This design comes from an exercise in tuning for small area and a short achievable clock period on the open sky130 flow, not from production work. Only simulation tests tie the RTL to the original design; equivalence was not proved. The clock input has no modelled driver; a real chip could not lean on it and would need a root buffer or a full tree. Power is estimated from default activity; no workload was simulated.

==> flow/design.v <==
module xbar_alloc_top (
   input  logic         clk,
   input  logic         rst,
   input  logic [24:0]  req,
   input  logic [4:0]   req_tail,
   input  logic [4:0]   out_ready,
   output logic [24:0]  select,
   output logic [4:0]   grant
);
   lag_xbar_allocator #(.np(5), .max_links_num(1)) u_alloc (
      .clk       (clk),
      .rst       (rst),
      .req       (req),
      .req_tail  (req_tail),
      .out_ready (out_ready),
      .select    (select),
      .grant     (grant)
   );
endmodule

module lag_xbar_allocator #(
   parameter int np            = 5,
   parameter int max_links_num = 2,
   localparam int N            = np * max_links_num,
   localparam int W            = (N > 1) ? $clog2(N) : 1
) (
   input  logic                  clk,
   input  logic                  rst,
   input  logic [N-1:0][N-1:0]   req,
   input  logic [N-1:0]          req_tail,
   input  logic [N-1:0]          out_ready,
   output logic [N-1:0][N-1:0]   select,
   output logic [N-1:0]          grant
);
   logic [N-1:0][W-1:0] pos;
   logic [N-1:0]        lock;
   logic [N-1:0][W-1:0] pos_nxt;
   logic [N-1:0]        lock_nxt;
   function automatic logic [W-1:0] care_mask(input int i);
      logic [W-1:0] m;
      logic         ok;
      m = '1;
      for (int b = W - 1; b >= 0; b--) begin
         ok = 1'b1;
         for (int v = 0; v < N; v++)
            if (v != i && ((W'(v) ^ W'(i)) & m & ~(W'(1) << b)) == '0) ok = 1'b0;
         if (ok) m[b] = 1'b0;
      end
      care_mask = m;
   endfunction
   always_comb begin
      logic [N-1:0] c;      
      logic [N-1:0] pd;     
      logic [N-1:0] m;      
      logic [N-1:0] hi;     
      logic         nhb, ncb, anyhi;
      logic         free;
      select = '0;
      for (int o = 0; o < N; o++) begin
         for (int i = 0; i < N; i++) begin
            c[i]  = req[i][o];
            pd[i] = ((pos[o] ^ W'(i)) & care_mask(i)) == '0;
         end
         m[0] = pd[0];
         for (int i = 1; i < N; i++) m[i] = m[i-1] | pd[i];
         hi = c & m;
         anyhi = |hi;
         free = !lock[o];
         nhb = 1'b1;
         ncb = 1'b1;
         for (int i = 0; i < N; i++) begin
            select[o][i] = out_ready[o] && !rst && c[i] &&
                           (pd[i] || (free && (m[i] ? nhb : (!anyhi && ncb))));
            nhb = nhb & !hi[i];
            ncb = ncb & !c[i];
         end
      end
   end
   always_comb begin
      grant = '0;
      for (int o = 0; o < N; o++) begin
         grant = grant | select[o];
      end
   end
   always_comb begin
      logic any;
      for (int o = 0; o < N; o++) begin
         any         = |select[o];
         pos_nxt[o]  = any ? '0 : pos[o];
         lock_nxt[o] = 1'b0;
         for (int i = 0; i < N; i++) begin
            if (select[o][i]) pos_nxt[o] = pos_nxt[o] | (req_tail[i] ? W'((i + 1) % N) : W'(i));
            lock_nxt[o] = lock_nxt[o] | (select[o][i] & !req_tail[i]);
         end
         if (!any) lock_nxt[o] = lock[o];
      end
   end
   always_ff @(posedge clk or posedge rst) begin
      if (rst) begin
         pos  <= '0;
         lock <= '0;
      end else begin
         pos  <= pos_nxt;
         lock <= lock_nxt;
      end
   end
endmodule
==> flow/config.mk <==
export PLATFORM = sky130hd
export DESIGN_NAME = xbar_alloc_top
export DESIGN_NICKNAME = xbar_alloc_top
export VERILOG_FILES = /design/flow/design.v
export SDC_FILE = /design/flow/constraint.sdc
export NUM_CORES = 4
export LEC_CHECK = 0
export CAP_MARGIN = 20
export CORE_MARGIN = 2
export CORE_UTILIZATION = 30
export SLEW_MARGIN = 20
==> flow/constraint.sdc <==
create_clock -name core_clock -period 11.5 [get_ports {clk}]
set_input_delay 2.3000 -clock core_clock [delete_from_list [all_inputs] [get_ports {clk}]]
set_output_delay 2.3000 -clock core_clock [all_outputs]
set_load 0.01 [all_outputs]
standard.sh (not shown) runs the stock make flow with config.mk's settings and CLKGATE_MAP_FILE= SYNTH_SCRIPT=/design/flow/synth_recipe.tcl, a recipe that flattens the netlist after the stock synthesis.
==> flow/flow/run.sh <==
#!/bin/bash
# The standard layout with these changes:
#  - synthesis maps logic with flow/abc_area.script (synth_recipe.tcl plus flow/abc_hook.tcl)
#  - the port buffers are the smallest plain buffer instead of the delay buffer
#    buffer_ports picks by default
#  - clock tree: no dummy load cells, and no root buffer (flow/post_cts.tcl)
#  - after CTS, gate upsizing toward a setup slack of flow/margin ns (flow/post_cts.tcl)
set -euo pipefail
export BUFFER_PORTS_ARGS="-buffer_cell sky130_fd_sc_hd__buf_1"
export CTS_ARGS="-sink_clustering_enable -repair_clock_nets -dont_use_dummy_load -buf_list sky130_fd_sc_hd__clkbuf_8 -root_buf sky130_fd_sc_hd__clkbuf_8 -tree_buf sky130_fd_sc_hd__clkbuf_8 -sink_clustering_size 30 -sink_clustering_max_diameter 100"
export FLOW_DIR_OWN=$PWD/flow
export POST_CTS_TCL=$PWD/flow/post_cts.tcl
export MY_ABC_SCRIPT=$PWD/flow/abc_area.script
{ head -n 1 synth_recipe.tcl; cat flow/abc_hook.tcl; tail -n +2 synth_recipe.tcl; } > my_synth.tcl
sed "s#SYNTH_SCRIPT=[^ ]*#SYNTH_SCRIPT=$PWD/my_synth.tcl#" standard.sh > my_standard.sh
grep -q "SYNTH_SCRIPT=$PWD/my_synth.tcl" my_standard.sh
bash my_standard.sh > standard.log 2>&1
==> flow/flow/abc_area.script <==
strash
&get -n
&deepsyn -T 60
&put
map -D 2200
topo
upsize -c -D 1000
dnsize -c -D 1000
==> flow/flow/drop_clock_root.tcl <==
# Drop the clock tree's root buffer: the clock port then drives the first-level
# buffers directly (two pins, under the port's fan-out limit).
proc drop_clock_root {} {
  set block [ord::get_db_block]
  set root [$block findInst clkbuf_0_clk]
  if { $root == "NULL" } { return }
  set in_net ""
  set out_net ""
  foreach it [$root getITerms] {
    set mt [$it getMTerm]
    if { [$mt getSigType] != "SIGNAL" } { continue }
    if { [$mt getIoType] == "INPUT" } { set in_net [$it getNet] }
    if { [$mt getIoType] == "OUTPUT" } { set out_net [$it getNet] }
  }
  set loads {}
  foreach it [$out_net getITerms] {
    if { [$it getInst] != $root } { lappend loads $it }
  }
  if { [llength $loads] > 3 } { return }
  foreach it $loads {
    $it disconnect
    $it connect $in_net
  }
  odb::dbInst_destroy $root
  odb::dbNet_destroy $out_net
  puts "dropped clock root buffer; clock port now drives [llength $loads] buffers"
}
==> flow/flow/margin <==
5.0
==> flow/flow/post_cts.tcl <==
# After CTS: drop the clock tree's root buffer (flow/drop_clock_root.tcl), then upsize
# gates on the slowest input-to-output paths until the setup slack reaches flow/margin
# ns (gate sizing only: no buffers, no restructuring), then legalize the placement again.
source $::env(FLOW_DIR_OWN)/drop_clock_root.tcl
drop_clock_root
set margin [string trim [exec cat $::env(FLOW_DIR_OWN)/margin]]
estimate_parasitics -placement
repair_timing -setup -setup_margin $margin -sequence sizeup -skip_last_gasp -verbose
detailed_placement
check_placement -verbose
Other scripts of this flow, unchanged in this note and not shown: flow/flow/abc_hook.tcl
Edit:
--- a/flow/flow/run.sh
+++ b/flow/flow/run.sh
@@ -1,3 +1,3 @@
 #!/bin/bash
-# The standard layout with these changes:
+# The standard layout with two changes:
 #  - synthesis maps logic with flow/abc_area.script (synth_recipe.tcl plus flow/abc_hook.tcl)
@@ -5,4 +5,3 @@
 #    buffer_ports picks by default
-#  - clock tree: no dummy load cells, and no root buffer (flow/post_cts.tcl)
-#  - after CTS, gate upsizing toward a setup slack of flow/margin ns (flow/post_cts.tcl)
+#  - clock tree: small buffers, one sink cluster, no dummy load cells
 set -euo pipefail
@@ -10,4 +9,2 @@
 export CTS_ARGS="-sink_clustering_enable -repair_clock_nets -dont_use_dummy_load -buf_list sky130_fd_sc_hd__clkbuf_8 -root_buf sky130_fd_sc_hd__clkbuf_8 -tree_buf sky130_fd_sc_hd__clkbuf_8 -sink_clustering_size 30 -sink_clustering_max_diameter 100"
-export FLOW_DIR_OWN=$PWD/flow
-export POST_CTS_TCL=$PWD/flow/post_cts.tcl
 export MY_ABC_SCRIPT=$PWD/flow/abc_area.script
==> flow/flow/abc_area.script (replaced) <==
strash
dch -f
map -a
mfs2
strash
dch -f
map -a
topo
buffer -c
upsize -c
dnsize -c
removed: flow/flow/drop_clock_root.tcl
removed: flow/flow/margin
removed: flow/flow/post_cts.tcl
=> Final area goes up by 8.2%; worst setup slack is worse by 0.10 ns; die area goes up by 8.6%; first-iteration DRC count goes up by 19%; clock skew goes up by 0.0053 ns; fmax goes down by 1.5%; non-clock buffer count goes up by 1; global-route usage goes down by 0.14 points.
Edit:
--- a/flow/flow/run.sh
+++ b/flow/flow/run.sh
@@ -1,3 +1,3 @@
 #!/bin/bash
-# The standard layout with two changes:
+# The standard layout with these changes:
 #  - synthesis maps logic with flow/abc_area.script (synth_recipe.tcl plus flow/abc_hook.tcl)
@@ -5,3 +5,4 @@
 #    buffer_ports picks by default
-#  - clock tree: small buffers, one sink cluster, no dummy load cells
+#  - clock tree: no dummy load cells, and no root buffer (flow/post_cts.tcl)
+#  - after CTS, gate upsizing toward a setup slack of flow/margin ns (flow/post_cts.tcl)
 set -euo pipefail
@@ -9,2 +10,4 @@
 export CTS_ARGS="-sink_clustering_enable -repair_clock_nets -dont_use_dummy_load -buf_list sky130_fd_sc_hd__clkbuf_8 -root_buf sky130_fd_sc_hd__clkbuf_8 -tree_buf sky130_fd_sc_hd__clkbuf_8 -sink_clustering_size 30 -sink_clustering_max_diameter 100"
+export FLOW_DIR_OWN=$PWD/flow
+export POST_CTS_TCL=$PWD/flow/post_cts.tcl
 export MY_ABC_SCRIPT=$PWD/flow/abc_area.script
==> flow/flow/abc_area.script (replaced) <==
strash
&get -n
&deepsyn -T 60
&put
map -a
topo
upsize -c -D 1000
dnsize -c -D 1000
==> flow/flow/drop_clock_root.tcl (new file) <==
# Drop the clock tree's root buffer: the clock port then drives the first-level
# buffers directly (two pins, under the port's fan-out limit).
proc drop_clock_root {} {
  set block [ord::get_db_block]
  set root [$block findInst clkbuf_0_clk]
  if { $root == "NULL" } { return }
  set in_net ""
  set out_net ""
  foreach it [$root getITerms] {
    set mt [$it getMTerm]
    if { [$mt getSigType] != "SIGNAL" } { continue }
    if { [$mt getIoType] == "INPUT" } { set in_net [$it getNet] }
    if { [$mt getIoType] == "OUTPUT" } { set out_net [$it getNet] }
  }
  set loads {}
  foreach it [$out_net getITerms] {
    if { [$it getInst] != $root } { lappend loads $it }
  }
  if { [llength $loads] > 3 } { return }
  foreach it $loads {
    $it disconnect
    $it connect $in_net
  }
  odb::dbInst_destroy $root
  odb::dbNet_destroy $out_net
  puts "dropped clock root buffer; clock port now drives [llength $loads] buffers"
}
==> flow/flow/margin (new file) <==
5.2
==> flow/flow/post_cts.tcl (new file) <==
# After CTS: drop the clock tree's root buffer (flow/drop_clock_root.tcl), then upsize
# gates on the slowest input-to-output paths until the setup slack reaches flow/margin
# ns (gate sizing only: no buffers, no restructuring), then legalize the placement again.
source $::env(FLOW_DIR_OWN)/drop_clock_root.tcl
drop_clock_root
set margin [string trim [exec cat $::env(FLOW_DIR_OWN)/margin]]
estimate_parasitics -placement
repair_timing -setup -setup_margin $margin -sequence sizeup -skip_last_gasp -verbose
detailed_placement
check_placement -verbose
After rerunning: The new run produced a clean layout. Critical path depth went up by 3. Wire length falls by about 10%. Power went down by 15%. Register-to-register slack gets worse by 0.11 ns. Die area goes down by about 8%. Via count shrinks by about 13%. Synthesized cell count falls by 13%. Core utilization grows by 2.5 points. Cell area drops by about 4.6%. Final cell count goes down by about 10%. Flip-flop and latch count is unchanged.

afterwards: timing with drivers on the ports:
Ports are ideal in the flow. The routed layouts listed here were re-timed in OpenROAD.
Step 1 (the two cells are an assumption about what drives the block):
set clk [get_ports {clk}]
set_driving_cell -lib_cell sky130_fd_sc_hd__clkbuf_16 $clk
set_driving_cell -lib_cell sky130_fd_sc_hd__buf_2 [delete_from_list [all_inputs] $clk]
Step 2 also shifts input and output timing later by t, the mid clock arrival at the registers, as if the neighbouring blocks saw the same clock.
Three values: no drivers, after step 1, after step 2; two values: the first two.
run	t (ns)	setup slack, ns	worst setup path at the end	worst register clock-pin slew, ns
the first run	0.168	5.108 / 5.087 / 5.087	input to output	0.07 / 0.07
the second run	0.274	5.008 / 4.984 / 4.984	input to output	0.08 / 0.08
the third run	0.164	5.000 / 4.975 / 4.975	input to output	0.08 / 0.08
After both steps every run listed still meets setup and hold. The setup slack of the third run, which loses most, moves by -0.025 ns with the drivers and by -0.025 ns with both steps.
